Context: an optimization exercise on an open-source flow, tuned for small area. The choices shown serve that exercise and are no tape-out recipe.
Where RTL was checked, it was by simulation tests only, not by an equivalence proof against the original.
Only the layout flow was run in run 4; the RTL was not checked for function there.

==> flow/design.v <==
package pe_ctrl_pkg;
	typedef enum logic [1:0] {
		MODE_NONE    = 2'b00,
		MODE_COMPUTE = 2'b01,
		MODE_READ    = 2'b10,
		MODE_WRITE   = 2'b11  
	} work_mode_e;
	typedef enum logic [1:0] {
		ST_IDLE = 2'd0,
		ST_LOAD = 2'd1,  
		ST_RUN  = 2'd2
	} pe_state_e;
endpackage
package pe_data_pkg;
	typedef logic [36-1:0]     row_vec_t;   
	typedef logic [8-1:0] bus_byte_t;
	typedef logic [2:0]              plane_idx_t;
	typedef logic [256*6-1:0] col_vec_t;
	typedef logic [22-1:0] acc_t;
	typedef logic [32*22-1:0] acc_arr_t;  
	typedef logic [3:0] trunc_t;
	typedef logic [6:0] pe_id_t;
	typedef logic [5:0] send_idx_t;  
endpackage
`timescale 1ns/1ps
module column_accumulator
(
	input  logic        ha,
	input  logic        hb,
	input  logic        sa,
	input  logic        sb,
	input  logic        la,
	input  logic        lb,
	input  logic        x,
	input  logic [47:0] ca,        
	input  logic [47:0] cb,
	input  logic [13:0] hna,       
	input  logic [13:0] hnb,
	output logic [14:0] nt,
	output logic [13:0] hn         
);
	logic [47:0] m;     
	logic [12:0] na;
	logic        a13;
	for (genvar i = 0; i < 48; i++) begin : g_m
		if (i % 6 == 0 && i < 42) begin : g_l
			assign m[i] = ~((ca[i] & la) | (cb[i] & lb));
		end else if (i % 6 == 0) begin : g_l7
			assign m[i] = (ca[i] & la) | (cb[i] & lb);
		end else if (i < 42) begin : g_h
			assign m[i] = ~((ca[i] & sa) | (cb[i] & sb));
		end else begin : g_h7
			assign m[i] = (ca[i] & sa) | (cb[i] & sb);
		end
	end
	assign hn  = (hna & {14{ha}}) | (hnb & {14{hb}});
	assign na  = hn[12:0] ^ {13{x}};
	assign a13 = ~(hn[13] ^ x);
	logic k2;
	logic s3;
	logic k4;
	logic k6;
	logic s7;
	logic k8;
	logic s9;
	logic k10;
	logic k12;
	logic s13;
	logic k14;
	logic s15;
	logic k16;
	logic s17;
	logic k18;
	logic k20;
	logic s21;
	logic k22;
	logic s23;
	logic k24;
	logic s25;
	logic k26;
	logic s27;
	logic k28;
	logic k30;
	logic s31;
	logic k32;
	logic s33;
	logic k34;
	logic s35;
	logic k36;
	logic s37;
	logic k38;
	logic s39;
	logic k40;
	logic k42;
	logic s43;
	logic k44;
	logic s45;
	logic k46;
	logic s47;
	logic k48;
	logic s49;
	logic k50;
	logic s51;
	logic k52;
	logic k54;
	logic s55;
	logic k56;
	logic s57;
	logic k58;
	logic s59;
	logic k60;
	logic s61;
	logic k62;
	logic s63;
	logic k64;
	logic s65;
	logic k66;
	logic s68;
	logic k69;
	logic s70;
	logic k71;
	logic s72;
	logic k73;
	logic s74;
	logic k75;
	logic s76;
	logic k77;
	logic k79;
	logic s80;
	logic k81;
	logic s82;
	logic k83;
	logic s84;
	logic k85;
	logic s86;
	logic k87;
	logic k89;
	logic s90;
	logic k91;
	logic s92;
	logic k93;
	logic s94;
	logic k95;
	logic k97;
	logic s98;
	logic k99;
	logic s100;
	logic k101;
	logic k103;
	logic s104;
	logic k105;
	logic k107;
	logic k109;
	assign nt[0] = ~(m[0] ^ na[0]);
	assign k2 = m[0] | na[0];
	fa_cell u_s3 (.a(m[1]), .b(m[6]), .ci(na[1]), .s(s3), .co(k4));
	assign nt[1] = ~(k2 ^ s3);
	assign k6 = k2 | s3;
	fa_cell u_s7 (.a(m[12]), .b(m[2]), .ci(m[7]), .s(s7), .co(k8));
	fa_cell u_s9 (.a(na[2]), .b(s7), .ci(k4), .s(s9), .co(k10));
	assign nt[2] = ~(k6 ^ s9);
	assign k12 = k6 | s9;
	fa_cell u_s13 (.a(m[13]), .b(m[18]), .ci(m[3]), .s(s13), .co(k14));
	fa_cell u_s15 (.a(m[8]), .b(na[3]), .ci(k8), .s(s15), .co(k16));
	fa_cell u_s17 (.a(s13), .b(s15), .ci(k10), .s(s17), .co(k18));
	assign nt[3] = ~(k12 ^ s17);
	assign k20 = k12 | s17;
	fa_cell u_s21 (.a(m[14]), .b(m[19]), .ci(m[24]), .s(s21), .co(k22));
	fa_cell u_s23 (.a(m[4]), .b(m[9]), .ci(na[4]), .s(s23), .co(k24));
	fa_cell u_s25 (.a(k14), .b(s21), .ci(s23), .s(s25), .co(k26));
	fa_cell u_s27 (.a(k16), .b(s25), .ci(k18), .s(s27), .co(k28));
	assign nt[4] = ~(k20 ^ s27);
	assign k30 = k20 | s27;
	fa_cell u_s31 (.a(m[10]), .b(m[15]), .ci(m[20]), .s(s31), .co(k32));
	fa_cell u_s33 (.a(m[25]), .b(m[30]), .ci(m[5]), .s(s33), .co(k34));
	fa_cell u_s35 (.a(na[5]), .b(k22), .ci(s31), .s(s35), .co(k36));
	fa_cell u_s37 (.a(s33), .b(k24), .ci(s35), .s(s37), .co(k38));
	fa_cell u_s39 (.a(k26), .b(s37), .ci(k28), .s(s39), .co(k40));
	assign nt[5] = ~(k30 ^ s39);
	assign k42 = k30 | s39;
	fa_cell u_s43 (.a(m[11]), .b(m[16]), .ci(m[21]), .s(s43), .co(k44));
	fa_cell u_s45 (.a(m[26]), .b(m[31]), .ci(m[36]), .s(s45), .co(k46));
	fa_cell u_s47 (.a(na[6]), .b(k32), .ci(k34), .s(s47), .co(k48));
	fa_cell u_s49 (.a(s43), .b(s45), .ci(k36), .s(s49), .co(k50));
	fa_cell u_s51 (.a(s47), .b(s49), .ci(k38), .s(s51), .co(k52));
	fa_cell u_s53 (.a(s51), .b(k40), .ci(k42), .s(nt[6]), .co(k54));
	fa_cell u_s55 (.a(m[17]), .b(m[22]), .ci(m[27]), .s(s55), .co(k56));
	fa_cell u_s57 (.a(m[32]), .b(m[37]), .ci(m[42]), .s(s57), .co(k58));
	fa_cell u_s59 (.a(na[7]), .b(k44), .ci(k46), .s(s59), .co(k60));
	fa_cell u_s61 (.a(s55), .b(s57), .ci(k48), .s(s61), .co(k62));
	fa_cell u_s63 (.a(s59), .b(k50), .ci(s61), .s(s63), .co(k64));
	fa_cell u_s65 (.a(k52), .b(s63), .ci(k54), .s(s65), .co(k66));
	assign nt[7] = ~s65;
	fa_cell u_s68 (.a(m[23]), .b(m[28]), .ci(m[33]), .s(s68), .co(k69));
	fa_cell u_s70 (.a(m[38]), .b(m[43]), .ci(na[8]), .s(s70), .co(k71));
	fa_cell u_s72 (.a(k56), .b(k58), .ci(s68), .s(s72), .co(k73));
	fa_cell u_s74 (.a(s70), .b(k60), .ci(s72), .s(s74), .co(k75));
	fa_cell u_s76 (.a(k62), .b(s74), .ci(k64), .s(s76), .co(k77));
	fa_cell u_s78 (.a(s76), .b(k66), .ci(s65), .s(nt[8]), .co(k79));
	fa_cell u_s80 (.a(m[29]), .b(m[34]), .ci(m[39]), .s(s80), .co(k81));
	fa_cell u_s82 (.a(m[44]), .b(na[9]), .ci(k69), .s(s82), .co(k83));
	fa_cell u_s84 (.a(s80), .b(k71), .ci(k73), .s(s84), .co(k85));
	fa_cell u_s86 (.a(s82), .b(s84), .ci(k75), .s(s86), .co(k87));
	fa_cell u_s88 (.a(s86), .b(k77), .ci(k79), .s(nt[9]), .co(k89));
	fa_cell u_s90 (.a(m[35]), .b(m[40]), .ci(m[45]), .s(s90), .co(k91));
	fa_cell u_s92 (.a(na[10]), .b(k81), .ci(s90), .s(s92), .co(k93));
	fa_cell u_s94 (.a(k83), .b(s92), .ci(k85), .s(s94), .co(k95));
	fa_cell u_s96 (.a(s94), .b(k87), .ci(k89), .s(nt[10]), .co(k97));
	fa_cell u_s98 (.a(m[41]), .b(m[46]), .ci(na[11]), .s(s98), .co(k99));
	fa_cell u_s100 (.a(k91), .b(s98), .ci(k93), .s(s100), .co(k101));
	fa_cell u_s102 (.a(s100), .b(k95), .ci(k97), .s(nt[11]), .co(k103));
	fa_cell u_s104 (.a(m[47]), .b(na[12]), .ci(k99), .s(s104), .co(k105));
	fa_cell u_s106 (.a(s104), .b(k101), .ci(k103), .s(nt[12]), .co(k107));
	fa_cell u_s108 (.a(a13), .b(k105), .ci(k107), .s(nt[13]), .co(k109));
	assign nt[14] = ~k109;
endmodule
module fa_cell (input logic a, b, ci, output logic s, co);
	assign s  = a ^ b ^ ci;
	assign co = (a & b) | (a & ci) | (b & ci);
endmodule
module ha_cell (input logic a, b, output logic s, co);
	assign s  = a ^ b;
	assign co = a & b;
endmodule
`timescale 1ns/1ps
module ao222 (input logic a1, b1, a2, b2, a3, b3, output logic y);
	assign y = ~((a1 & b1) | (a2 & b2) | (a3 & b3));
endmodule
module ao22 (input logic a1, b1, a2, b2, output logic y);
	assign y = ~((a1 & b1) | (a2 & b2));
endmodule
module onehot_sel #(parameter int N = 32)
(
	input  logic [N-1:0] d,
	input  logic [N-1:0] s,
	output logic         y
);
	localparam int N3 = N / 3;
	localparam int R  = N % 3;
	localparam int M  = N3 + (R != 0);
	logic [M-1:0] t;
	for (genvar i = 0; i < N3; i++) begin : g3
		ao222 u (.a1(d[3*i]), .b1(s[3*i]), .a2(d[3*i+1]), .b2(s[3*i+1]),
			.a3(d[3*i+2]), .b3(s[3*i+2]), .y(t[i]));
	end
	if (R == 2) begin : g2
		ao22 u (.a1(d[3*N3]), .b1(s[3*N3]), .a2(d[3*N3+1]), .b2(s[3*N3+1]), .y(t[N3]));
	end else if (R == 1) begin : g1
		assign t[N3] = ~(d[3*N3] & s[3*N3]);
	end
	assign y = ~&t;
endmodule
`timescale 1ns/1ps
module pe_cell_ctrl
(
	input  logic       clk,
	input  logic       rst_n,
	input  logic       cs_n,
	input  logic       cvalid,
	input  pe_ctrl_pkg::work_mode_e work_mode,
	input  pe_data_pkg::pe_id_t     pe_id,
	input  pe_data_pkg::trunc_t     reg_data_trunc,
	input  pe_data_pkg::bus_byte_t  wdata,
	input  logic       wdata_valid,
	output logic       wdata_busy,
	output logic       pe_busy,
	output pe_data_pkg::bus_byte_t  rdata,
	output logic       rdata_valid,
	output logic       rdata_last,
	input  logic       rdata_busy,
	output pe_data_pkg::row_vec_t   xin,
	output logic       pulse_in,
	output logic       rst_pe_rram,
	input  logic       pim_ready,
	input  pe_data_pkg::col_vec_t   partial_result
);
	logic       st_load, st_run;    
	logic       rd;                 
	logic [5:0] cnt;
	logic [2:0] plane;
	logic       pim_d1, pim_d2, load_d;
	logic       idle, cmd_ok, take, xfer, pim_rise, pim_fall, start, fire, upd, p0, p7, done_p;
	assign idle       = !st_load && !st_run;
	assign cmd_ok     = !cs_n && cvalid && (work_mode[0] ^ work_mode[1]);
	assign wdata_busy = !st_load;
	assign pe_busy    = !idle;
	assign take       = wdata_valid && st_load;
	assign xfer       = rdata_valid && !rdata_busy;
	assign pim_rise   = pim_d1 & ~pim_d2;
	assign pim_fall   = pim_d2 & ~pim_d1;
	assign start      = st_run & ~load_d;
	assign fire       = start | (st_run & pim_fall & (plane != 3'd7));
	assign upd        = st_run & pim_rise;
	assign p0         = (plane == 3'd0);
	assign p7         = (plane == 3'd7);
	assign done_p     = load_d & ~rst_pe_rram & p7;
	assign rdata_valid = st_run && (!cnt[5] || !(cnt[2] || cnt[0]));
	assign rdata_last  = st_run && cnt == 6'd32;
	always_ff @(posedge clk or negedge rst_n) begin
		if (!rst_n) begin
			st_load     <= 1'b0;
			st_run      <= 1'b0;
			pim_d1      <= 1'b0;
			pim_d2      <= 1'b0;
			load_d      <= 1'b0;
			pulse_in    <= 1'b0;
			rst_pe_rram <= 1'b0;
		end else begin
			if (idle) begin
				if (cmd_ok) st_load <= 1'b1;
			end else if (st_load) begin
				if (take && cnt == 6'd35) begin
					st_load <= 1'b0;
					st_run  <= 1'b1;
				end
			end else if (cnt == 6'd33) begin
				st_run <= 1'b0;
			end
			pim_d1      <= pim_ready;
			pim_d2      <= pim_d1;
			load_d      <= st_run;
			pulse_in    <= fire;
			rst_pe_rram <= ~pim_rise;
		end
	end
	always_ff @(posedge clk) begin
		if (idle)
			rd <= work_mode[1];
		if (idle || done_p)
			cnt <= '0;
		else if (take || xfer)
			cnt <= cnt + 6'd1;
		if (fire)
			plane <= start ? 3'd0 : plane + 3'd1;
	end
	logic [35:0] bp [8];
	logic [31:0] r0;           
	logic [14:0] nt [16];      
	logic [6:0]  wa, wb;       
	for (genvar q = 0; q < 7; q++) begin : g_w
		assign wa[q] = upd && plane == 3'(q + 1);
		assign wb[q] = upd_b && plane == 3'(q + 1);
	end
	always_ff @(posedge clk) begin
		for (int p = 0; p < 8; p++)
			for (int r = 0; r < 36; r++)
				if (take)
					bp[p][r] <= (r == 0) ? wdata[p] : bp[p][r-1];
				else if (p < 7 && r < 16 && wa[p])
					bp[p][r] <= nt[r][0];
				else if (p < 7 && r >= 16 && r < 32 && wb[p])
					bp[p][r] <= nt[r-16][0];
		for (int g = 0; g < 16; g++) begin
			if (upd && p0)   r0[g]    <= nt[g][0];
			if (upd_b && p0) r0[g+16] <= nt[g][0];
		end
	end
	logic [7:0] psel;    
	for (genvar p = 0; p < 8; p++) begin : g_psel
		assign psel[p] = load_d && plane == 3'(p);
	end
	for (genvar r = 0; r < 36; r++) begin : g_xin
		logic [7:0] d;
		for (genvar p = 0; p < 8; p++) begin : g_d
			assign d[p] = bp[p][r];
		end
		onehot_sel #(.N(8)) u_sel (.d, .s(psel), .y(xin[r]));
	end
	logic [13:0] hn [32];
	logic        ha, hb, sa, sb, la, lb, x, upd_b;
	assign x     = p0 | p7;
	logic strm, beat_a;
	assign strm   = rdata_valid;
	assign beat_a = (!cnt[4] && cnt[3:0] != 4'd0) || cnt[4:0] == 5'd16;    
	assign ha    = (strm ? beat_a : rst_pe_rram) & ~p0;    
	assign hb    = (strm ? ~beat_a : ~rst_pe_rram) & ~p0;
	assign sa    = rst_pe_rram & ~rd;         
	assign sb    = ~rst_pe_rram & ~rd;
	assign la    = rst_pe_rram & (~rd | p0);
	assign lb    = ~rst_pe_rram & (~rd | p0);
	assign upd_b = load_d & ~rst_pe_rram;
	logic [13:0] hsel [16];    
	for (genvar g = 0; g < 16; g++) begin : g_acc
		column_accumulator u_add (
			.ha, .hb, .sa, .sb, .la, .lb, .x,
			.ca(partial_result[g*48 +: 48]), .cb(partial_result[(g+16)*48 +: 48]),
			.hna(hn[g]), .hnb(hn[g+16]), .nt(nt[g]),
			.hn(hsel[g])
		);
		always_ff @(posedge clk) begin
			if (upd)   hn[g]    <= nt[g][14:1];
			if (upd_b) hn[g+16] <= nt[g][14:1];
		end
	end
	logic [31:0] gsel;   
	logic [15:0] qsel;   
	logic [21:0] s, w;
	for (genvar g = 0; g < 32; g++) begin : g_gsel
		assign gsel[g] = cnt[4:0] == 5'((g + 1) % 32);
	end
	for (genvar g = 0; g < 16; g++) begin : g_qsel
		assign qsel[g] = cnt[3:0] == 4'((g + 1) % 16);
	end
	for (genvar b = 0; b < 14; b++) begin : g_outh
		logic [15:0] d;
		for (genvar g = 0; g < 16; g++) begin : g_d
			assign d[g] = hsel[g][b];
		end
		onehot_sel #(.N(16)) u_sel (.d, .s(qsel), .y(w[b]));
	end
	for (genvar b = 14; b < 22; b++) begin : g_outl
		logic [31:0] d;
		for (genvar g = 0; g < 32; g++) begin : g_d
			assign d[g] = b == 14 ? r0[g] : bp[b - 15][g];
		end
		onehot_sel #(.N(32)) u_sel (.d, .s(gsel), .y(w[b]));
	end
	assign s = {rd ? 14'd0 : w[13:0], w[21], ~w[20:14]};
	always_comb begin
		if (!rdata_valid)
			rdata = '0;
		else if (cnt == 6'd0)
			rdata = {1'b0, pe_id};
		else if (reg_data_trunc == 4'd15)
			rdata = s[7:0];
		else
			rdata = {s[21], s[(20 - reg_data_trunc) -: 7]};
	end
endmodule
==> flow/flow/run.sh <==
#!/bin/bash
# The standard layout (standard.sh: synthesis to final DEF), with the port
# buffers made of the smallest buffer cell instead of the default choice,
# and no dummy loads in the clock tree.
set -euo pipefail
export BUFFER_PORTS_ARGS="-buffer_cell sky130_fd_sc_hd__buf_1"
export CTS_ARGS="-sink_clustering_enable -repair_clock_nets -dont_use_dummy_load -buf_list sky130_fd_sc_hd__clkbuf_8"
bash standard.sh finish > standard.log 2>&1
==> flow/standard.sh <==
#!/bin/bash
# synth_recipe.tcl (not shown) runs the flow's synth.tcl, then flattens the netlist and writes it again
# the make line also repeats each setting of config.mk as NAME=value (left out here)
make -C /OpenROAD-flow-scripts/flow DESIGN_CONFIG=/design/flow/config.mk WORK_HOME=/design/flow/orfs CLKGATE_MAP_FILE= SYNTH_SCRIPT=/design/flow/synth_recipe.tcl "${@:-finish}"
==> flow/config.mk <==
export PLATFORM = sky130hd
export DESIGN_NAME = pe_cell_ctrl
export DESIGN_NICKNAME = pe_cell_ctrl
export VERILOG_FILES = /design/flow/design.v
export SDC_FILE = /design/flow/constraint.sdc
export NUM_CORES = 8
export LEC_CHECK = 0
export CAP_MARGIN = 20
export CELL_PAD_IN_SITES_DETAIL_PLACEMENT = 1
export CELL_PAD_IN_SITES_GLOBAL_PLACEMENT = 2
export CORE_AREA = 2 2 638 328
export DIE_AREA = 0 0 640 330
export PLACE_DENSITY = 0.5
export SLEW_MARGIN = 20
export SYNTH_HIERARCHICAL = 1
export SYNTH_MINIMUM_KEEP_SIZE = 0
==> flow/constraint.sdc <==
create_clock -name core_clock -period 12.5 [get_ports {clk}]
set_input_delay 2.5000 -clock core_clock [delete_from_list [all_inputs] [get_ports {clk}]]
set_output_delay 2.5000 -clock core_clock [all_outputs]
set_load 0.01 [all_outputs]
==> run notes, run 1 <==
Cells and area:
- After routing the design area is 71,600 um2.
- The share of layout cells above drive strength 1 is 9.92%.
- In the final design database the tool counted 8,375 nets.
- Compared with the post-synthesis result, the final layout area differs by 19.0%.

Clock tree:
- In this run the post-CTS setup repair buffer count came out at 0.
- The clock-pin slew on the worst setup and hold paths is 60 ps.
- The number of sinks handled by clock tree synthesis is 785.
- After clock tree synthesis, the repair step resized 0 gates.
- The H-tree was split into 4 levels.
- The library cell used as clock root buffer is sky130_fd_sc_hd__clkbuf_8.
- The clock latency of the later-clocked register in the worst-skew pair is 860 ps.
- The number of hold buffers added after cts is 0.
- The longest clock path from root to sink contains 4 buffers.
- The CTS tree is yes.
- The total CTS buffers is 139.

Synthesis:
- Yosys attributes the largest share of cell area to sky130_fd_sc_hd__edfxtp_1, sky130_fd_sc_hd__fa_1, sky130_fd_sc_hd__a22oi_1, sky130_fd_sc_hd__a222oi_1, sky130_fd_sc_hd__a22o_2.
- The number of enable flip-flop cells after synthesis is 772.
- Synthesis inferred 785 register bits.
- The distinct cell type count after synthesis is 66.
- Summing every instance area after synthesis gives 60,200 um2.
- During synthesis, Yosys emitted a total of 157 warnings.
- The number of nets handed over by synthesis was 6,803.
- The fraction of the yosys area taken by sequential cells is 39.0%.
- Among all flip-flop cells after synthesis, the most frequent one is sky130_fd_sc_hd__edfxtp_1.
- Synthesis produced 4,358 cells.
- The area fraction of the dominant cell type after synthesis is 38.5%.
- Averaged over all synthesized cells, the footprint is 13.8 um2.
- Summed over all instances, the cell type with the most area after synthesis is sky130_fd_sc_hd__edfxtp_1.
- The share of flip-flops with an asynchronous set or reset after synthesis is 0.892%.

Detailed routing:
- The average detailed-routed wire length per instance is 37.5 um.
- Using the TritonRoute via totals, the vias-per-cell ratio works out to 5.58.
- For this block, the initial DRC count from the detailed router was 6,056.
- The count of vias placed by the detailed router is 48,900.
- In this run the remaining antenna-violating nets after routing total 0.
- The first detailed-routing pass ran for 14 iterations.
- The final wirelength is 328,000 um.
- For this run, design rule violations remaining after detail routing come to 0.

Worst setup path:
- The launching element type of the critical path is a flip-flop.
- The largest fanout on the critical path is 40.
- The signal on the critical path passes through inv_1 > ha_1 > mux2i_1 > a21oi_4 > buf_12 > buf_4 > a22o_2 > a222oi_1 > and3_1 > nand4_1 > mux4_2 > nor2_1 > nor4_1 > a311oi_1 > nor3_1 > buf_1.
- The cell with the largest stage delay on the worst path is sky130_fd_sc_hd__a222oi_1.
- The worst register-to-register path has a depth of 24.
- The startpoint of the lowest-slack register-to-register path is cnt[4].
- For the worst setup path, the data arrival time is 7640 ps.
- The critical path is of the flip-flop to output pin type.
- The largest stage delay on the critical path is 910 ps.
- The critical path contains buffers and inverters numbering 4 combined.
- The end of the worst register-to-register path is hn[19][12].
- The dominant delay contributor by cell family on the critical path is compound AO/OA/AOI/OAI gates.
- For the worst setup path, the data required time is 10,000 ps.
- STA classifies the critical path endpoint as an output pin.

Global routing:
- The all-layer global routing usage is 30.4%.
- The met2 usage is 46.5%.
- The met1 usage in global routing is 43.6%.
- The remaining global-route overflow is 0.
- The maximum number of pins on one net before global-route repair is 165.
- The global-route layer with the greatest usage is met2.
- The number of global-route vias before repair is 51,600.
- The global-route met3 utilization is 6.05%.
- The first-pass GRT wire length is 440,000 um.
- The number of antenna violations at the first check in global routing is 122.

Place:
- In this run the cell area measured after placement is 69,600 um2.
- The routability congestion estimate from global placement is 1.02.
- Detailed placement ended at an HPWL of 272,000 um.
- In this run the tool buffered the top-level ports with 1,613 buffer cells.

Timing:
- The count of final setup violators is 0.
- The final max-slew violation count is 0.
- The slew at the pin with the worst max-slew slack is 1260 ps.
- The total negative slack for setup checks is 0 ps.
- Setup repair after global routing left no endpoint under its margin.
- Of the available clock period, the critical path in the final layout requires 81.2%.
- The maximum frequency from static timing analysis is 98.6 MHz.
- The clock period could shrink to 10,140 ps.
- The relative max-transition margin is 15.7%.
- The count of endpoints failing hold in the final timing report is 0.
- The worst setup skew after layout is 56.2 ps.

Worst hold path:
- In this run the most critical hold path is launched from bp[2][33].
- The path class of the lowest-slack min-delay path is flip-flop to flip-flop.
- The hold path endpoint is bp[2][34].
- Along the worst hold path, the cell count comes to 0.

Run:
- The max-capacitance violation count is 0.

Floorplanning:
- The number of standard-cell rows in the floorplan is 119.
- Once the floorplan was initialized, standard cells occupied 29.3% of the core.
- 1,614 I/O pins were placed.
- The height of the die is 330 um.
- In this run the horizontal extent of the chip is 640 um.
- The placeable core area is 206,000 um2.
- The die area is 211,000 um2.

Status:
- The flow ran to the end and the layout has no timing, DRC or antenna violations.
-- modules after synthesis, one instance, submodules excluded, excerpt --
module | times used | cells | flops+latches | area, um2
pe_cell_ctrl | 1 | 1454 | 785 | 27800
column_accumulator | 16 | 110 | 0 | 850
fa_cell | 768 | 1 | 0 | 20.0
ao22 | 44 | 1 | 0 | 12.5
ao222 | 222 | 1 | 0 | 10.0
-- worst max path at each step --
| stage | startpoint | endpoint | slack, ps | cells after the start |
|---|---|---|---|---|
| 2_1_floorplan | cnt[0] | hn[10][12] | 1480 | 25 |
| 3_3_place_gp | cnt[4] | hn[19][12] | 3110 | 24 |
| 3_5_place_dp | cnt[4] | hn[19][12] | 2900 | 24 |
| 4_1_cts | cnt[4] | rdata[2] | 2530 | 16 |
| 5_1_grt | cnt[4] | rdata[2] | 2160 | 16 |
| 6_report | cnt[4] | rdata[2] | 2360 | 16 |
-- metal layers --
metal  vias up  part of all wire [%]  wire length (um)
met1     26000                    45            148000
met4        16                   2.9              9470
met2      2238                    45            147000
met3       404                   7.3             24100
li1      20200                     -                 -
met5         -                 0.034               113
-- cell type report --
class                           instances  area [um2]
Sequential cell                       785       23500
Antenna cell                           48         120
Multi-Input combinational cell       3006       34400
Timing Repair Buffer                 1737        7210
Inverter                              261        1010
Clock buffer                          139        1910
Fill cell                           22400      134000
Tap cell                             2783        3480
-- flip-flops by register name, indices dropped and copies added, names as in the netlist --
register and flops:
pim_d1 1, pim_d2 1, plane 3, bp 288
r0 32, load_d 1, pulse_in 1, st_run 1
cnt 6, st_load 1, hn 448, rd 1
rst_pe_rram 1
-- placed cells by master, fill, tap and decap left out, types with 33 or more instances in the layout --
master / Yosys / final
sky130_fd_sc_hd__a21o_1: 225 / 225
sky130_fd_sc_hd__a222oi_1: 222 / 222
sky130_fd_sc_hd__a22o_1: 113 / 113
sky130_fd_sc_hd__a22o_2: 192 / 192
sky130_fd_sc_hd__a22oi_1: 657 / 657
sky130_fd_sc_hd__a22oi_2: 44 / 44
sky130_fd_sc_hd__buf_1: 6 / 1612
sky130_fd_sc_hd__buf_4: 19 / 99
sky130_fd_sc_hd__clkbuf_8: 0 / 139
sky130_fd_sc_hd__diode_2: 0 / 48
sky130_fd_sc_hd__edfxtp_1: 772 / 772
sky130_fd_sc_hd__fa_1: 768 / 768
sky130_fd_sc_hd__ha_1: 113 / 113
sky130_fd_sc_hd__inv_1: 260 / 258
sky130_fd_sc_hd__nand2_1: 58 / 56
sky130_fd_sc_hd__nand3_1: 53 / 53
sky130_fd_sc_hd__nor2_1: 73 / 64
sky130_fd_sc_hd__xnor2_1: 33 / 33
sky130_fd_sc_hd__xor2_1: 197 / 197
-- worst register-to-register path, cell delays in order (launching register included) --
cell and delay [ps]:
sky130_fd_sc_hd__dfxtp_1 820, sky130_fd_sc_hd__inv_1 530, sky130_fd_sc_hd__ha_1 430, sky130_fd_sc_hd__mux2i_1 130
sky130_fd_sc_hd__a21oi_4 670, sky130_fd_sc_hd__buf_12 400, sky130_fd_sc_hd__buf_4 440, sky130_fd_sc_hd__a22o_2 250
sky130_fd_sc_hd__xor2_1 80, sky130_fd_sc_hd__fa_1 420, sky130_fd_sc_hd__fa_1 400, sky130_fd_sc_hd__fa_1 380
sky130_fd_sc_hd__fa_1 390, sky130_fd_sc_hd__fa_1 430, sky130_fd_sc_hd__inv_1 70, sky130_fd_sc_hd__ha_1 140
sky130_fd_sc_hd__inv_1 50, sky130_fd_sc_hd__fa_1 390, sky130_fd_sc_hd__fa_1 490, sky130_fd_sc_hd__fa_1 400
sky130_fd_sc_hd__fa_1 390, sky130_fd_sc_hd__fa_1 400, sky130_fd_sc_hd__fa_1 390, sky130_fd_sc_hd__fa_1 420
sky130_fd_sc_hd__fa_1 480
-- cell usage after synthesis (73+ instances only) --
cell type and count:
sky130_fd_sc_hd__edfxtp_1 772, sky130_fd_sc_hd__xor2_1 197, sky130_fd_sc_hd__ha_1 113, sky130_fd_sc_hd__a222oi_1 222, sky130_fd_sc_hd__a21o_1 225, sky130_fd_sc_hd__fa_1 768
sky130_fd_sc_hd__a22o_2 192, sky130_fd_sc_hd__a22oi_1 657, sky130_fd_sc_hd__a22o_1 113, sky130_fd_sc_hd__inv_1 260, sky130_fd_sc_hd__clkbuf_1 189, sky130_fd_sc_hd__nor2_1 73
-- kinds of logic (layout without fill, tap and decap cells) --
logic type | count (synthesis) | count (layout) | share of synthesized area (%)
muxes | 22 | 22 | 0.680
AOI/OAI and AO/OA | 1570 | 1570 | 22.3
and+or+nand+nor | 301 | 301 | 2.48
DFF | 785 | 785 | 39.0
xor gates and xnor gates | 232 | 232 | 3.40
adders and majority gates | 881 | 881 | 27.9
buffers and inverters | 567 | 2137 | 4.19
other | 0 | 48 | 0
-- per-stage QoR --
stage	std cells	hold WS [ps]	setup WS, ps	utilization (%)
after floorplan	4358	375	1480	-
after global placement	8560	435	3110	33.8
after detailed placement	8570	438	2900	33.8
after CTS	8709	445	2530	34.8
after global routing	8741	470	2160	34.8
final	8759	451	2360	34.8
==> inputs of run 2 (changes only) <==
==> flow/flow/run.sh (replaced) <==
#!/bin/bash
# The standard layout (standard.sh: synthesis to final DEF), with the port
# buffers made of the smallest buffer cell instead of the default choice,
# and no dummy loads in the clock tree.
set -euo pipefail
export BUFFER_PORTS_ARGS="-buffer_cell sky130_fd_sc_hd__buf_1"
export CTS_ARGS="-sink_clustering_enable -repair_clock_nets -dont_use_dummy_load"
bash standard.sh finish > standard.log 2>&1
==> run 2 against run 1 <==
Sequential share of layout area decreased by 0.063 points. Critical path depth unchanged. Worst hold slack lost 5.0 ps. Core utilization increased by 0.068 points. Flip-flop and latch count stayed put. Largest cell class unchanged. Worst setup slack better by 190 ps. Synthesized area unchanged. Critical path type unchanged. Non-clock buffer count is 3 higher. Clock-buffer cell count down 58. Clock skew rose by 2.3 ps.
==> run notes, run 2 <==
Clock tree:
- The maximum count of clock buffers along a single path is 3.
- After clock tree synthesis, the setup repair step added 0 buffers.
- After clock tree synthesis, the clock-pin slew on the worst setup and hold paths is 70 ps.
- In this run, CTS created clock tree buffers numbering 81.
- TritonCTS built the clock tree.
- The library cell used as clock root buffer is sky130_fd_sc_hd__clkbuf_16.
- The tree built by TritonCTS fans out to 785 sinks.
- The clock latency of the later-clocked register in the worst-skew pair is 680 ps.
- The number of gates resized after CTS was 0.
- In this run the number of H-tree levels came out at 3.
- The number of hold buffers added after cts is 0.

Worst setup path:
- STA classifies the critical path startpoint as a flip-flop.
- The largest fanout on the critical path is 40.
- Data on the critical path arrives at its endpoint at 7450 ps.
- The element type at the critical path end is an output pin.
- The worst setup path is of the flip-flop to output pin kind.
- The cell with the largest stage delay on the worst path is sky130_fd_sc_hd__a222oi_1.
- The critical path goes through inv_1 > ha_1 > mux2i_1 > a21oi_4 > buf_12 > buf_4 > a22o_2 > a222oi_1 > and3_1 > nand4_1 > mux4_2 > nor2_1 > nor4_1 > a311oi_1 > nor3_1 > buf_1.
- The largest stage delay on the critical path is 920 ps.
- Data on the critical path is required at its endpoint by 10,000 ps.

Floorplanning:
- The horizontal die dimension is 640 um.
- The initial cell density of the core is 29.3%.
- The height of the die is 330 um.
- The initialized floorplan defines 119 standard-cell rows.
- The placeable core area is 206,000 um2.
- The number of ports placed on the die boundary is 1,614.
- The die area is 211,000 um2.

Timing:
- The worst setup skew after layout is 58.4 ps.
- Setup violations remaining at the end of the flow were counted as 0.
- The count of endpoints failing hold in the final timing report is 0.
- Hold timing on the final database bottoms out at a slack of 446 ps.
- The final critical path time including I/O delays and setup is 9950 ps.
- Summed over all failing endpoints, the final setup total negative slack is 0 ps.
- The relative max-transition margin is 18.0%.
- For the pin with the worst max-slew slack, the measured transition is 1230 ps.
- Derived from the worst setup path, the maximum achievable clock frequency is 100 MHz.
- Setup slack on the critical path of the routed design comes to 2550 ps.
- Setup repair after global routing left no endpoint under its margin.
- The part of the cycle the worst path needs is 79.6%.
- The final max-slew violation count is 0.

Cells and area:
- In the final layout, the registers with the most flip-flops are hn: 448 flops, bp: 288 flops, r0: 32 flops.
- The top cell types in the final layout, fill and taps aside, are sky130_fd_sc_hd__buf_1, sky130_fd_sc_hd__edfxtp_1, sky130_fd_sc_hd__fa_1, sky130_fd_sc_hd__a22oi_1, sky130_fd_sc_hd__inv_1.
- More flip-flops sit in one register than any other, and that register is hn.
- In the final layout, the share of cells above drive strength 1 is 9.08%.
- The fill cell total of the finished layout is 22,300.
- The most common cell after layout, fill and taps aside is sky130_fd_sc_hd__buf_1.
- In the final design database the tool counted 8,320 nets.
- The register with the most flip-flops in the layout has 448 of them.
- The relative area change from synthesis to final layout is 19.2%.

Synthesis:
- The area fraction of the dominant cell type after synthesis is 38.5%.
- The most frequently used cell type in the post-synthesis netlist is sky130_fd_sc_hd__edfxtp_1.
- The post-synthesis instance area is 60,200 um2.
- In the synthesized netlist the async set-or-reset flop fraction comes to 0.892%.
- A synthesized cell averages 13.8 um2.
- By count the netlist is led by sky130_fd_sc_hd__edfxtp_1, sky130_fd_sc_hd__fa_1, sky130_fd_sc_hd__a22oi_1.
- The number of enable flip-flop cells after synthesis is 772.
- The gate count after technology mapping is 4,358.
- The synthesized design spends more area on one cell type than any other, namely sky130_fd_sc_hd__edfxtp_1.
- The post-synth net total is 6,803.
- During synthesis, Yosys emitted a total of 157 warnings.
- Yosys attributes the largest share of cell area to sky130_fd_sc_hd__edfxtp_1, sky130_fd_sc_hd__fa_1, sky130_fd_sc_hd__a22oi_1, sky130_fd_sc_hd__a222oi_1, sky130_fd_sc_hd__a22o_2.
- The distinct cell type count after synthesis is 66.
- The most used flip-flop cell after synthesis is sky130_fd_sc_hd__edfxtp_1.
- The synthesis-stage register bit count is 785.
- Of the synthesized area, sequential elements account for 39.0%.

Detailed routing:
- The routed length on met3 is 23,700 um.
- The detailed-route vias per instance is 5.60.
- Signal routing reaches up to met5.
- The routed metal-1 wirelength is 147,000 um.
- The number of nets with antenna violations after detailed routing is 0.
- The initial detailed-routing violation count is 5,853.
- The average detailed-routed wire length per instance is 37.5 um.
- The count of vias placed by the detailed router is 48,700.
- The routed design has 327,000 um of wire.
- The detailed-router iteration count before antenna repair is 14.
- The met2 layer wire length in the routed design is 146,000 um.
- In the routed design, unresolved DRC markers number 0.

Global routing:
- The first global-routing pass estimated 438,000 um of wire.
- The number of antenna violations at the first check in global routing is 121.
- Entering global routing, the biggest net connects 165 pins.
- The all-layer global routing usage is 30.3%.
- The remaining global-route overflow is 0.
- The number of global-route vias before repair is 51,100.

Worst hold path:
- The path class of the lowest-slack min-delay path is flip-flop to flip-flop.

Place:
- Detailed placement finished with a half-perimeter wire length of 272,000 um.
- The routability congestion estimate from global placement is 1.02.
- In this run the tool buffered the top-level ports with 1,613 buffer cells.
- Prior to clock tree synthesis, the placed netlist has a worst setup slack of 2900 ps.

Status:
- The run finished with no timing, DRC or antenna violations.

Run:
- Across the run, the number of max-cap violations was 0.
[run 2: cell types whose count changed in the layout (fill, tap and decap cells not counted), sizes merged]
cell / before / now
diode: 48 / 49
clkbuf: 142 / 87
[run 2: layout make-up]
cell class,instances,area [um2],area share (%)
flip-flops and latches,785,23500,32.7
well taps,2783,3480,4.85
inverters,261,1010,1.40
diodes,49,123,0.171
multi-input cells,3006,34400,47.9
clock buffers,81,2030,2.82
repair buffers,1740,7240,10.1
[run 2: kinds of logic (layout without fill, tap and decap cells)]
logic type	Yosys count	count (layout)	synth area share (%)
other	0	49	0
adder cells (fa/ha/maj)	881	881	27.9
XOR/XNOR	232	232	3.40
AO/OA/AOI/OAI	1570	1570	22.3
flip-flops	785	785	39.0
buffers and inverters	567	2082	4.19
multiplexers	22	22	0.680
AND/OR/NAND/NOR	301	301	2.48
[run 2: through the flow]
| step | util, % | cell area (um2) | cells |
|---|---|---|---|
| after floorplan | - | 60200 | 4358 |
| after global placement | 33.8 | 69500 | 8560 |
| after detailed placement | 33.8 | 69600 | 8570 |
| after CTS | 34.8 | 71600 | 8651 |
| after global routing | 34.9 | 71700 | 8682 |
| final | 34.9 | 71800 | 8705 |
[run 2: metal layers]
metal / vias to the layer above / global-route usage, %
met3: 356 / 5.69
met5: - / 0
met4: 16 / 8.58
met2: 2204 / 46.6
li1: 20100 / -
met1: 26000 / 43.6
[run 2: path summary, 6_finish.rpt]
check | end | cells past startpoint | startpoint | slack [ps]
hold / removal | pim_d2 | 0 | pim_d1 | 450
min in group asynchronous | load_d | 1 | rst_n | 1760
setup reg to reg | hn[19][12] | 24 | cnt[4] | 2860
setup / recovery | rdata[2] | 16 | cnt[4] | 2550
max in group asynchronous | st_run | 1 | rst_n | 10420
hold reg to reg | pim_d2 | 0 | pim_d1 | 450
[run 2: critical path, delay by kind of cell, from the launching register on]
kind	cells	cell delay, ps
fa+ha+maj	1	420
compound gates	4	1980
simple gates	5	1300
buf+inv	4	1310
mux	2	900
flops	1	820
[run 2: modules after synthesis (local to each module, per instance), a selection]
module	flip-flops and latches	area, um2
pe_cell_ctrl	785	27800
column_accumulator	0	850
fa_cell	0	20.0
ao22	0	12.5
ao222	0	10.0
==> inputs of run 3 (changes only) <==
==> flow/run.sh (new file) <==
#!/bin/bash
# synth_recipe.tcl (not shown) runs the flow's synth.tcl, then flattens the netlist and writes it again
# the make line also repeats each setting of config.mk as NAME=value (left out here)
make -C /OpenROAD-flow-scripts/flow DESIGN_CONFIG=/design/flow/config.mk WORK_HOME=/design/flow/orfs CLKGATE_MAP_FILE= SYNTH_SCRIPT=/design/flow/synth_recipe.tcl finish
removed: flow/flow/run.sh
removed: flow/standard.sh
==> run 3 against run 2 <==
Synthesized cell count unchanged. Via count is 0.61% lower. Non-clock buffer count decreased by 25. First-iteration DRC count rose by 7.8%. Core utilization increased by 5.0 points. Synthesized area stayed put. Clock-buffer cell count rose by 12. Critical path type unchanged. Critical endpoint unchanged.
==> run notes, run 3 <==
Cells and area:
- The area of combinational cells with multiple inputs is 34,400 um2.
- Cells with a size suffix above 1 make up 9.13% of the layout.
- The area growth from synthesis to layout is 36.4%.
- The number of nets in the final layout is 8,293.
- Leaving out fill and tap cells, the most frequent cell in the layout is sky130_fd_sc_hd__clkdlybuf4s50_1.
- hn holds more flip-flops than any other register.
- The share of the core filled with cells is 39.9%.
- In the final layout, the registers with the most flip-flops are hn: 448 flops, bp: 288 flops, r0: 32 flops.
- Leaving out fill and tap cells, the most frequent cells in the layout are sky130_fd_sc_hd__clkdlybuf4s50_1, sky130_fd_sc_hd__edfxtp_1, sky130_fd_sc_hd__fa_1, sky130_fd_sc_hd__a22oi_1, sky130_fd_sc_hd__inv_1.
- The register with the most flip-flops in the layout has 448 of them.
- Registers take 23,500 um2.
- The fill cell total of the finished layout is 21,300.

Worst setup path:
- The critical path goes through inv_1 > ha_1 > mux2i_1 > a21oi_4 > buf_4 > buf_4 > a22o_4 > a222oi_1 > and3_1 > nand4_1 > nand2b_1 > nand2_1 > a21oi_1 > nor2_1 > a311oi_1 > nor3_1 > clkdlybuf4s50_1.
- For the worst setup path, the data arrival time is 8000 ps.
- The largest single stage delay on the critical path is 970 ps.
- The cell repeated most along the worst path is sky130_fd_sc_hd__buf_4.
- The slowest stage of the critical path belongs to the cell sky130_fd_sc_hd__a222oi_1.
- The launching element type of the critical path is a flip-flop.
- In this run the worst path has a maximum fanout of 49.
- The worst setup path is captured at an output pin.
- The worst setup path is of the flip-flop to output pin kind.
- The required time reported for the critical path endpoint is 10,000 ps.

Clock tree:
- The total CTS buffers is 79.
- The library cell used as clock root buffer is sky130_fd_sc_hd__clkbuf_16.
- Once the clock tree was built, the setup fixing pass inserted 0 buffers.
- The clock tree synthesis step divided the H-tree into 3 levels.
- After clock tree synthesis, the clock-pin slew on the worst setup and hold paths is 70 ps.
- The clock net in this run drives a total of 785 sinks.
- Counting along the longest clock path gives a buffer depth of 3.
- TritonCTS built the clock tree.
- The later pin in the worst-skew pair is clocked with a latency of 670 ps.
- The count of cells resized by post-cts repair is 0.
- After clock tree synthesis, the flow added hold-fix buffers numbering 0.

Place:
- Port buffering added 1,613 buffers.
- Detailed placement finished with a half-perimeter wire length of 270,000 um.
- At the end of routability-driven placement, the weighted congestion stood at 0.978.

Synthesis:
- Ranked by total cell area, the synthesized netlist is headed by sky130_fd_sc_hd__edfxtp_1, sky130_fd_sc_hd__fa_1, sky130_fd_sc_hd__a22oi_1, sky130_fd_sc_hd__a222oi_1, sky130_fd_sc_hd__a22o_2.
- Synthesis inferred 785 register bits.
- The number of enable flip-flop cells after synthesis is 772.
- The most frequently used cell type in the post-synthesis netlist is sky130_fd_sc_hd__edfxtp_1.
- The share of flip-flops with an asynchronous set or reset after synthesis is 0.892%.
- Each instance of the synthesized netlist takes up on average 13.8 um2.
- In this run, distinct cell masters in the synthesized netlist total 66.
- The gate count after technology mapping is 4,358.
- The yosys synthesis warning count is 157.
- The area fraction of the dominant cell type after synthesis is 38.5%.
- sky130_fd_sc_hd__edfxtp_1 takes more of the synthesized area than any other cell.
- For this run, the leading register cell type out of synthesis is sky130_fd_sc_hd__edfxtp_1.
- Counting every net in the synthesized netlist gives 6,803.
- The post-synthesis instance area is 60,200 um2.
- The commonest cells after synthesis are sky130_fd_sc_hd__edfxtp_1, sky130_fd_sc_hd__fa_1, sky130_fd_sc_hd__a22oi_1.
- Sequential cells were found to cover 39.0% of the synthesized design area.

Timing:
- The count of final setup violators is 0.
- The slew at the pin with the worst max-slew slack is 1340 ps.
- The total negative slack for setup checks is 0 ps.
- Derived from the worst setup path, the maximum achievable clock frequency is 95.2 MHz.
- The final max-slew violation count is 0.
- The post-route worst hold slack is 422 ps.
- The worst setup skew after layout is 31.8 ps.
- The part of the cycle the worst path needs is 84.0%.
- Setup repair after global routing left no endpoint under its margin.
- The count of endpoints failing hold in the final timing report is 0.
- The worst path needs 10,500 ps of the cycle, external delays included.
- The relative max-transition margin is 10.9%.

Global routing:
- The number of global-route vias before repair was 51,400.
- The first global-routing pass estimated 442,000 um of wire.
- The remaining global-route overflow is 0.
- The maximum number of pins on one net before global-route repair is 203.
- Global routing consumed, over all layers together, 30.4% of the routing resources.
- The number of antenna violations at the first check in global routing is 123.

Worst hold path:
- The min-delay analysis places its worst path in the category flip-flop to flip-flop.

Floorplanning:
- The floorplan step defined a die boundary enclosing 211,000 um2.
- The number of standard-cell rows in the floorplan is 119.
- The placeable core area is 206,000 um2.
- Measured along the x axis, the die boundary spans 640 um.
- Pin placement for this block handled 1,614 I/O pins.
- The initial utilization of the core area, before any placement, comes to 29.3%.
- The height of the die is 330 um.

Detailed routing:
- The average detailed-routed wire length per instance is 37.4 um.
- The initial detailed-routing violation count is 6,310.
- In the routed design, unresolved DRC markers number 0.
- The detailed-router iteration count before antenna repair is 15.
- Dividing the detail-routed via count by the number of cells gives 5.55.
- For this block, the via count after detailed routing is 48,400.
- Wires add up to 326,000 um.
- The count of nets left with antenna violations once routing finished came out at 0.

Run:
- The tool flagged a number of max-cap violations equal to 0.

Status:
- The flow ran to the end and the layout has no timing, DRC or antenna violations.
run 3: cells by family (layout without fill, tap and decap cells):
kind of cell | after synthesis | count (layout) | synth area share (%)
compound gates | 1570 | 1570 | 22.3
fa+ha+maj | 881 | 881 | 27.9
flops | 785 | 785 | 39.0
buf+inv | 567 | 2124 | 4.19
simple gates | 301 | 301 | 2.48
xor+xnor | 232 | 232 | 3.40
mux | 22 | 22 | 0.680
other cells | 0 | 21 | 0
run 3: layer usage:
layer	vias up	share of wire, %	wire length [um]	track usage [%]
met5	-	0.032	103	0
met4	14	2.4	7820	6.24
met3	344	7.3	24000	5.57
met2	2262	46	151000	48.4
met1	25700	44	144000	43.2
li1	20100	-	-	-
run 3: worst paths after layout:
path	start	end	depth (start not counted)
max	cnt[4]	rdata[2]	17
min	pim_d1	pim_d2	0
max reg2reg	cnt[4]	hn[24][12]	23
min reg2reg	pim_d1	pim_d2	0
max in group asynchronous	rst_n	st_run	1
min in group asynchronous	rst_n	rst_pe_rram	1
run 3: layout make-up:
type / instances / share of cell area [%]
Clock inverter: 55 / 0.710
Antenna cell: 21 / 0.0640
Clock buffer: 93 / 2.47
Tap cell: 2783 / 4.24
Inverter: 261 / 1.23
Sequential cell: 785 / 28.6
Multi-Input combinational cell: 3006 / 41.8
Timing Repair Buffer: 1715 / 20.9
run 3: worst max-delay path: cells and delay by family, from the launching register on:
| family | cells | cell delay (ps) |
|---|---|---|
| AO/OA/AOI/OAI | 5 | 2130 |
| flip-flops | 1 | 790 |
| buffers and inverters | 4 | 1790 |
| AND/OR/NAND/NOR | 6 | 1620 |
| multiplexers | 1 | 500 |
| adder cells (fa/ha/maj) | 1 | 410 |
run 3: per-module statistics from Yosys, one instance, submodules excluded, a selection:
module              cell area [um2]  flip-flops and latches  cells inside  copies in the design
column_accumulator              850                       0           110                    16
ao222                          10.0                       0             1                   222
pe_cell_ctrl                  27800                     785          1454                     1
fa_cell                        20.0                       0             1                   768
ao22                           12.5                       0             1                    44
run 3: through the flow:
step	cells	setup WS (ps)	instance area [um2]
after detailed placement	8548	2590	79400
final	8719	2000	82100
after global placement	8538	2750	79400
after floorplan	4358	1480	60200
after global routing	8714	1810	82100
after CTS	8696	2050	82000
==> inputs of run 4 (changes only) <==
--- a/flow/design.v
+++ b/flow/design.v
@@ -151,33 +151,33 @@
 	logic k105;
 	logic k107;
 	logic k109;
-	assign nt[0] = ~(m[0] ^ na[0]);
-	assign k2 = m[0] | na[0];
+	xnor_cell u_s1 (.a(m[0]), .b(na[0]), .y(nt[0]));
+	or_cell u_k2 (.a(m[0]), .b(na[0]), .y(k2));
 	fa_cell u_s3 (.a(m[1]), .b(m[6]), .ci(na[1]), .s(s3), .co(k4));
-	assign nt[1] = ~(k2 ^ s3);
-	assign k6 = k2 | s3;
+	xnor_cell u_s5 (.a(k2), .b(s3), .y(nt[1]));
+	or_cell u_k6 (.a(k2), .b(s3), .y(k6));
 	fa_cell u_s7 (.a(m[12]), .b(m[2]), .ci(m[7]), .s(s7), .co(k8));
 	fa_cell u_s9 (.a(na[2]), .b(s7), .ci(k4), .s(s9), .co(k10));
-	assign nt[2] = ~(k6 ^ s9);
-	assign k12 = k6 | s9;
+	xnor_cell u_s11 (.a(k6), .b(s9), .y(nt[2]));
+	or_cell u_k12 (.a(k6), .b(s9), .y(k12));
 	fa_cell u_s13 (.a(m[13]), .b(m[18]), .ci(m[3]), .s(s13), .co(k14));
 	fa_cell u_s15 (.a(m[8]), .b(na[3]), .ci(k8), .s(s15), .co(k16));
 	fa_cell u_s17 (.a(s13), .b(s15), .ci(k10), .s(s17), .co(k18));
-	assign nt[3] = ~(k12 ^ s17);
-	assign k20 = k12 | s17;
+	xnor_cell u_s19 (.a(k12), .b(s17), .y(nt[3]));
+	or_cell u_k20 (.a(k12), .b(s17), .y(k20));
 	fa_cell u_s21 (.a(m[14]), .b(m[19]), .ci(m[24]), .s(s21), .co(k22));
 	fa_cell u_s23 (.a(m[4]), .b(m[9]), .ci(na[4]), .s(s23), .co(k24));
 	fa_cell u_s25 (.a(k14), .b(s21), .ci(s23), .s(s25), .co(k26));
 	fa_cell u_s27 (.a(k16), .b(s25), .ci(k18), .s(s27), .co(k28));
-	assign nt[4] = ~(k20 ^ s27);
-	assign k30 = k20 | s27;
+	xnor_cell u_s29 (.a(k20), .b(s27), .y(nt[4]));
+	or_cell u_k30 (.a(k20), .b(s27), .y(k30));
 	fa_cell u_s31 (.a(m[10]), .b(m[15]), .ci(m[20]), .s(s31), .co(k32));
 	fa_cell u_s33 (.a(m[25]), .b(m[30]), .ci(m[5]), .s(s33), .co(k34));
 	fa_cell u_s35 (.a(na[5]), .b(k22), .ci(s31), .s(s35), .co(k36));
 	fa_cell u_s37 (.a(s33), .b(k24), .ci(s35), .s(s37), .co(k38));
 	fa_cell u_s39 (.a(k26), .b(s37), .ci(k28), .s(s39), .co(k40));
-	assign nt[5] = ~(k30 ^ s39);
-	assign k42 = k30 | s39;
+	xnor_cell u_s41 (.a(k30), .b(s39), .y(nt[5]));
+	or_cell u_k42 (.a(k30), .b(s39), .y(k42));
 	fa_cell u_s43 (.a(m[11]), .b(m[16]), .ci(m[21]), .s(s43), .co(k44));
 	fa_cell u_s45 (.a(m[26]), .b(m[31]), .ci(m[36]), .s(s45), .co(k46));
 	fa_cell u_s47 (.a(na[6]), .b(k32), .ci(k34), .s(s47), .co(k48));
@@ -222,6 +222,12 @@
 	assign s  = a ^ b;
 	assign co = a & b;
 endmodule
+module xnor_cell (input logic a, b, output logic y);
+	assign y = ~(a ^ b);
+endmodule
+module or_cell (input logic a, b, output logic y);
+	assign y = a | b;
+endmodule
 `timescale 1ns/1ps
 module ao222 (input logic a1, b1, a2, b2, a3, b3, output logic y);
 	assign y = ~((a1 & b1) | (a2 & b2) | (a3 & b3));
==> flow/flow/run.sh (new file) <==
#!/bin/bash
# The standard layout (standard.sh: synthesis to final DEF), with the port
# buffers made of the smallest buffer cell instead of the default choice,
# and no dummy loads in the clock tree.
set -euo pipefail
export BUFFER_PORTS_ARGS="-buffer_cell sky130_fd_sc_hd__buf_1"
export CTS_ARGS="-sink_clustering_enable -repair_clock_nets -dont_use_dummy_load -sink_clustering_size 24 -sink_clustering_max_diameter 100"
bash standard.sh finish > standard.log 2>&1
==> flow/standard.sh (new file) <==
#!/bin/bash
# synth_recipe.tcl (not shown) runs the flow's synth.tcl, then flattens the netlist and writes it again
# the make line also repeats each setting of config.mk as NAME=value (left out here)
make -C /OpenROAD-flow-scripts/flow DESIGN_CONFIG=/design/flow/config.mk WORK_HOME=/design/flow/orfs CLKGATE_MAP_FILE= SYNTH_SCRIPT=/design/flow/synth_recipe.tcl "${@:-finish}"
--- a/flow/config.mk
+++ b/flow/config.mk
@@ -5,12 +5,12 @@
 export SDC_FILE = /design/flow/constraint.sdc
 export NUM_CORES = 8
 export LEC_CHECK = 0
-export CAP_MARGIN = 20
+export CAP_MARGIN = 10
 export CELL_PAD_IN_SITES_DETAIL_PLACEMENT = 1
 export CELL_PAD_IN_SITES_GLOBAL_PLACEMENT = 2
 export CORE_AREA = 2 2 638 328
 export DIE_AREA = 0 0 640 330
 export PLACE_DENSITY = 0.5
-export SLEW_MARGIN = 20
+export SLEW_MARGIN = 10
 export SYNTH_HIERARCHICAL = 1
 export SYNTH_MINIMUM_KEEP_SIZE = 0
removed: flow/run.sh
==> run 4 against run 3 <==
Still clean on timing, DRC and antenna. Design area shrank 15%. Global-route usage shrank 0.95 points. Core utilization shrank 6.1 points. Synthesized area shrank 1.0%. Worst hold slack gained 39 ps. Flip-flop and latch count is the same. Largest cell class unchanged.
==> run notes, run 4 <==
Status:
- The flow ran to the end and the layout has no timing, DRC or antenna violations.

Cells and area:
- The number of nets in the final layout is 8,038.
- The fill cell total of the finished layout is 22,400.
- The largest registers in the layout are hn: 448 flops, bp: 288 flops, r0: 32 flops.
- The area growth from synthesis to layout is 16.9%.
- The area of combinational cells with multiple inputs is 34,500 um2.
- Registers take 23,500 um2.
- Cells with a size suffix above 1 make up 7.75% of the layout.
- Leaving out fill and tap cells, the most frequent cells in the layout are sky130_fd_sc_hd__buf_1, sky130_fd_sc_hd__edfxtp_1, sky130_fd_sc_hd__fa_1, sky130_fd_sc_hd__a22oi_1, sky130_fd_sc_hd__a21o_1.
- The register with the most flip-flops in the layout has 448 of them.
- Leaving out fill and tap cells, the most frequent cell in the layout is sky130_fd_sc_hd__buf_1.
- The register with the most flip-flops in the final layout is hn.

Floorplanning:
- The height of the die is 330 um.
- The number of ports placed on the die boundary is 1,614.
- For this configuration, the core starts out at a cell density of 29.0%.
- The horizontal die dimension is 640 um.
- The placeable core area is 206,000 um2.
- The die area is 211,000 um2.
- After floorplanning, the core was divided into 119 placement rows.

Detailed routing:
- The number of nets with antenna violations after detailed routing is 0.
- The initial detailed-routing violation count is 5,973.
- The first TritonRoute pass finished after 10 iterations.
- The final wirelength is 318,000 um.
- Dividing the detail-routed wire length by the instance count gives 37.4 um.
- The detailed-route vias per instance is 5.61.
- The routed layout has 47,700 vias.
- The remaining routing DRC violations is 0.

Timing:
- The part of the cycle the worst path needs is 79.4%.
- The maximum frequency from static timing analysis is 101 MHz.
- The count of final setup violators is 0.
- The relative max-transition margin is 11.4%.
- The count of endpoints failing hold in the final timing report is 0.
- Setup repair after global routing left no endpoint under its margin.
- The worst setup skew after layout is 70.9 ps.
- The total negative slack for setup checks is 0 ps.
- Subtracting the final worst setup slack from the clock period gives 9920 ps.
- The slew at the pin with the worst max-slew slack is 1320 ps.
- After layout, the worst setup slack is 2580 ps.
- The final max-slew violation count came to 0.

Clock tree:
- After clock tree synthesis, the setup repair step added 0 buffers.
- The number of sinks handled by clock tree synthesis is 785.
- The clock passes through at most 3 buffers.
- In this run, CTS created clock tree buffers numbering 39.
- The CTS tree is yes.
- The H-tree was split into 2 levels.
- After clock tree synthesis, the clock-pin slew on the worst setup and hold paths is 120 ps.
- The count of cells resized by post-cts repair is 0.
- At the later pin of the worst-skew pair, clock insertion delay measures 700 ps.
- The number of hold buffers added after cts is 0.
- CTS placed an instance of sky130_fd_sc_hd__clkbuf_16 at the clock tree root.

Worst hold path:
- The path class of the lowest-slack min-delay path is flip-flop to flip-flop.
- The worst hold path begins at bp[7][20].
- The worst hold path was traced through 0 stages.

Synthesis:
- In this run, distinct cell masters in the synthesized netlist total 67.
- The synthesis-stage register bit count is 785.
- Summing every instance area after synthesis gives 59,600 um2.
- The share of flip-flops with an asynchronous set or reset after synthesis is 0.892%.
- The yosys synthesis warning count is 157.
- The number of enable flip-flop cells after synthesis is 772.
- The number of nets in the synthesized netlist is 6,611.
- By count the netlist is led by sky130_fd_sc_hd__edfxtp_1, sky130_fd_sc_hd__fa_1, sky130_fd_sc_hd__a22oi_1.
- The average instance area after synthesis is 14.0 um2.
- After synthesis, flip-flops and latches occupy 39.4% of the total area.
- By area the synthesized netlist is led by sky130_fd_sc_hd__edfxtp_1, sky130_fd_sc_hd__fa_1, sky130_fd_sc_hd__a22oi_1, sky130_fd_sc_hd__a222oi_1, sky130_fd_sc_hd__a22o_2.
- The library cell with the largest summed area after synthesis is sky130_fd_sc_hd__edfxtp_1.
- The share of synthesized area in the top cell type comes to 38.9%.
- The gate count after technology mapping is 4,262.
- By instance count, the leading cell after synthesis is sky130_fd_sc_hd__edfxtp_1.
- In the synthesized netlist the dominant register cell turns out to be sky130_fd_sc_hd__edfxtp_1.

Worst setup path:
- STA classifies the critical path endpoint as an output pin.
- The required time reported for the critical path endpoint is 10,000 ps.
- The largest fanout on the critical path is 44.
- The startpoint of the lowest-slack register-to-register path is cnt[2].
- The timing startpoint of the critical path is cnt[2].
- At the worst endpoint, the arrival time is 7420 ps.
- The number of cells traversed by the worst register-to-register path is 23.
- The launching element type of the critical path is a flip-flop.
- The startpoint-to-endpoint class of the critical path is flip-flop to output pin.

Global routing:
- The number of antenna violations at the first check in global routing is 132.
- The remaining global-route overflow is 0.
- The first-pass GRT wire length is 428,000 um.
- The all-layer global routing usage is 29.4%.
- The maximum number of pins on one net before global-route repair is 150.
- The number of global-route vias before repair is 49,600.

Place:
- At the placement stage, the worst setup path has a slack of 2620 ps.
- The number of buffers added on ports is 1,613.
- The routability congestion estimate from global placement is 0.958.
- The HPWL after detailed placement is 260,000 um.

Run:
- The max-capacitance violation count is 0.
run 4: cell types whose count changed in the layout (fill, tap and decap cells not counted), sizes merged, moves of 35 or more:
cell,previous run,this run
clkdlybuf4s50,1613,0
buf,100,1691
inv,266,69
ha,113,17
or2,1,97
xnor2,35,115
clkbuf,95,40
clkinv,35,0
run 4: per-layer routing:
layer  GRT usage, %  vias up  routed length [um]
met5              0        -                  70
met4           6.80       12                8360
met3           3.71      336               20100
met2           46.9     2116              147000
met1           42.7    25500              143000
li1               -    19700                   -
run 4: per-module statistics from Yosys, one instance, submodules excluded, excerpt:
module,times used,area (um2),flops+latches,cells inside
xnor_cell,96,8.76,0,1
ao222,222,10.0,0,1
or_cell,96,6.26,0,1
ao22,44,12.5,0,1
pe_cell_ctrl,1,27800,785,1454
column_accumulator,16,721,0,92
fa_cell,768,20.0,0,1
run 4: worst paths after layout:
path / end / slack, ps
min: bp[7][21] / 460
max reg2reg: hn[12][12] / 2640
min in group asynchronous: st_run / 1790
max: rdata[6] / 2580
min reg2reg: bp[7][21] / 460
max in group asynchronous: rst_pe_rram / 10260
run 4: kinds of logic (layout without fill, tap and decap cells):
group                    Yosys count  count (layout)  share of synthesized area [%]
multiplexers                      22              22                          0.687
adder cells (fa/ha/maj)          785             785                           26.2
AO/OA/AOI/OAI                   1570            1570                           22.3
XOR/XNOR                         328             328                           4.85
buffers and inverters            375            1800                           3.02
AND/OR/NAND/NOR                  397             397                           3.52
other                              0              33                              0
flip-flops                       785             785                           39.4
run 4: stage by stage:
| stage | instances | instance area, um2 | util (%) | hold WS (ps) |
|---|---|---|---|---|
| 6_report | 8503 | 69600 | 33.9 | 460 |
| 5_1_grt | 8488 | 69600 | 33.8 | 475 |
| 4_1_cts | 8470 | 69500 | 33.8 | 451 |
| 3_5_place_dp | 8431 | 68500 | 33.3 | 436 |
| 3_3_place_gp | 8431 | 68500 | 33.3 | 440 |
| 2_1_floorplan | 4262 | 59600 | - | 375 |
run 4: layout make-up:
type	count	area share, %
multi-input cells	3102	49.5
flip-flops and latches	785	33.7
repair buffers	1692	9.80
well taps	2783	5.00
clock buffers	39	1.40
inverters	69	0.404
diodes	33	0.119
run 4: critical path, cell delays in order, from the launching register on:
cell and delay, ps:
sky130_fd_sc_hd__dfxtp_1 390, sky130_fd_sc_hd__nor2_1 360, sky130_fd_sc_hd__nand2_1 160, sky130_fd_sc_hd__inv_1 500, sky130_fd_sc_hd__ha_1 350, sky130_fd_sc_hd__mux2i_1 410
sky130_fd_sc_hd__and2_4 690, sky130_fd_sc_hd__buf_4 580, sky130_fd_sc_hd__a22o_2 300, sky130_fd_sc_hd__a222oi_1 170, sky130_fd_sc_hd__and3_1 550, sky130_fd_sc_hd__nand4_1 340
sky130_fd_sc_hd__nor3b_1 220, sky130_fd_sc_hd__a21oi_1 60, sky130_fd_sc_hd__nor2_1 180, sky130_fd_sc_hd__a21oi_1 80, sky130_fd_sc_hd__or3_1 450, sky130_fd_sc_hd__a311oi_1 660
sky130_fd_sc_hd__buf_1 210

-- afterwards: timing with drivers on the ports --
How much do the figures lean on ideal ports? The routed layouts below were timed once more, with nothing changed but the port constraints. Step 1 assumes that a clkbuf_16 drives the clock port and a buf_2 every other input. Step 2 moves the port delays by t, midway between the first and last clock arrival at a register: inputs arrive t later, outputs are due t later. That takes back most of the time a late clock gives input paths. Slacks: no drivers / after step 1 / after step 2; pairs: no drivers / after step 1.
run	t (ns)	setup WS [ns]	worst setup path after step 2	slew at the worst register clock pin (ns)	pins driven straight from the clock port
run 1	0.938	2.355 / 2.252 / 2.859	register to register	0.08 / 0.08	1
run 2	0.745	2.549 / 2.455 / 2.861	register to register	0.07 / 0.07	1
run 3	0.764	1.999 / 1.897 / 2.526	register to register	0.07 / 0.07	1
run 4	0.766	2.576 / 2.472 / 2.640	register to register	0.12 / 0.12	1
After both steps setup and hold are still met in every run listed.
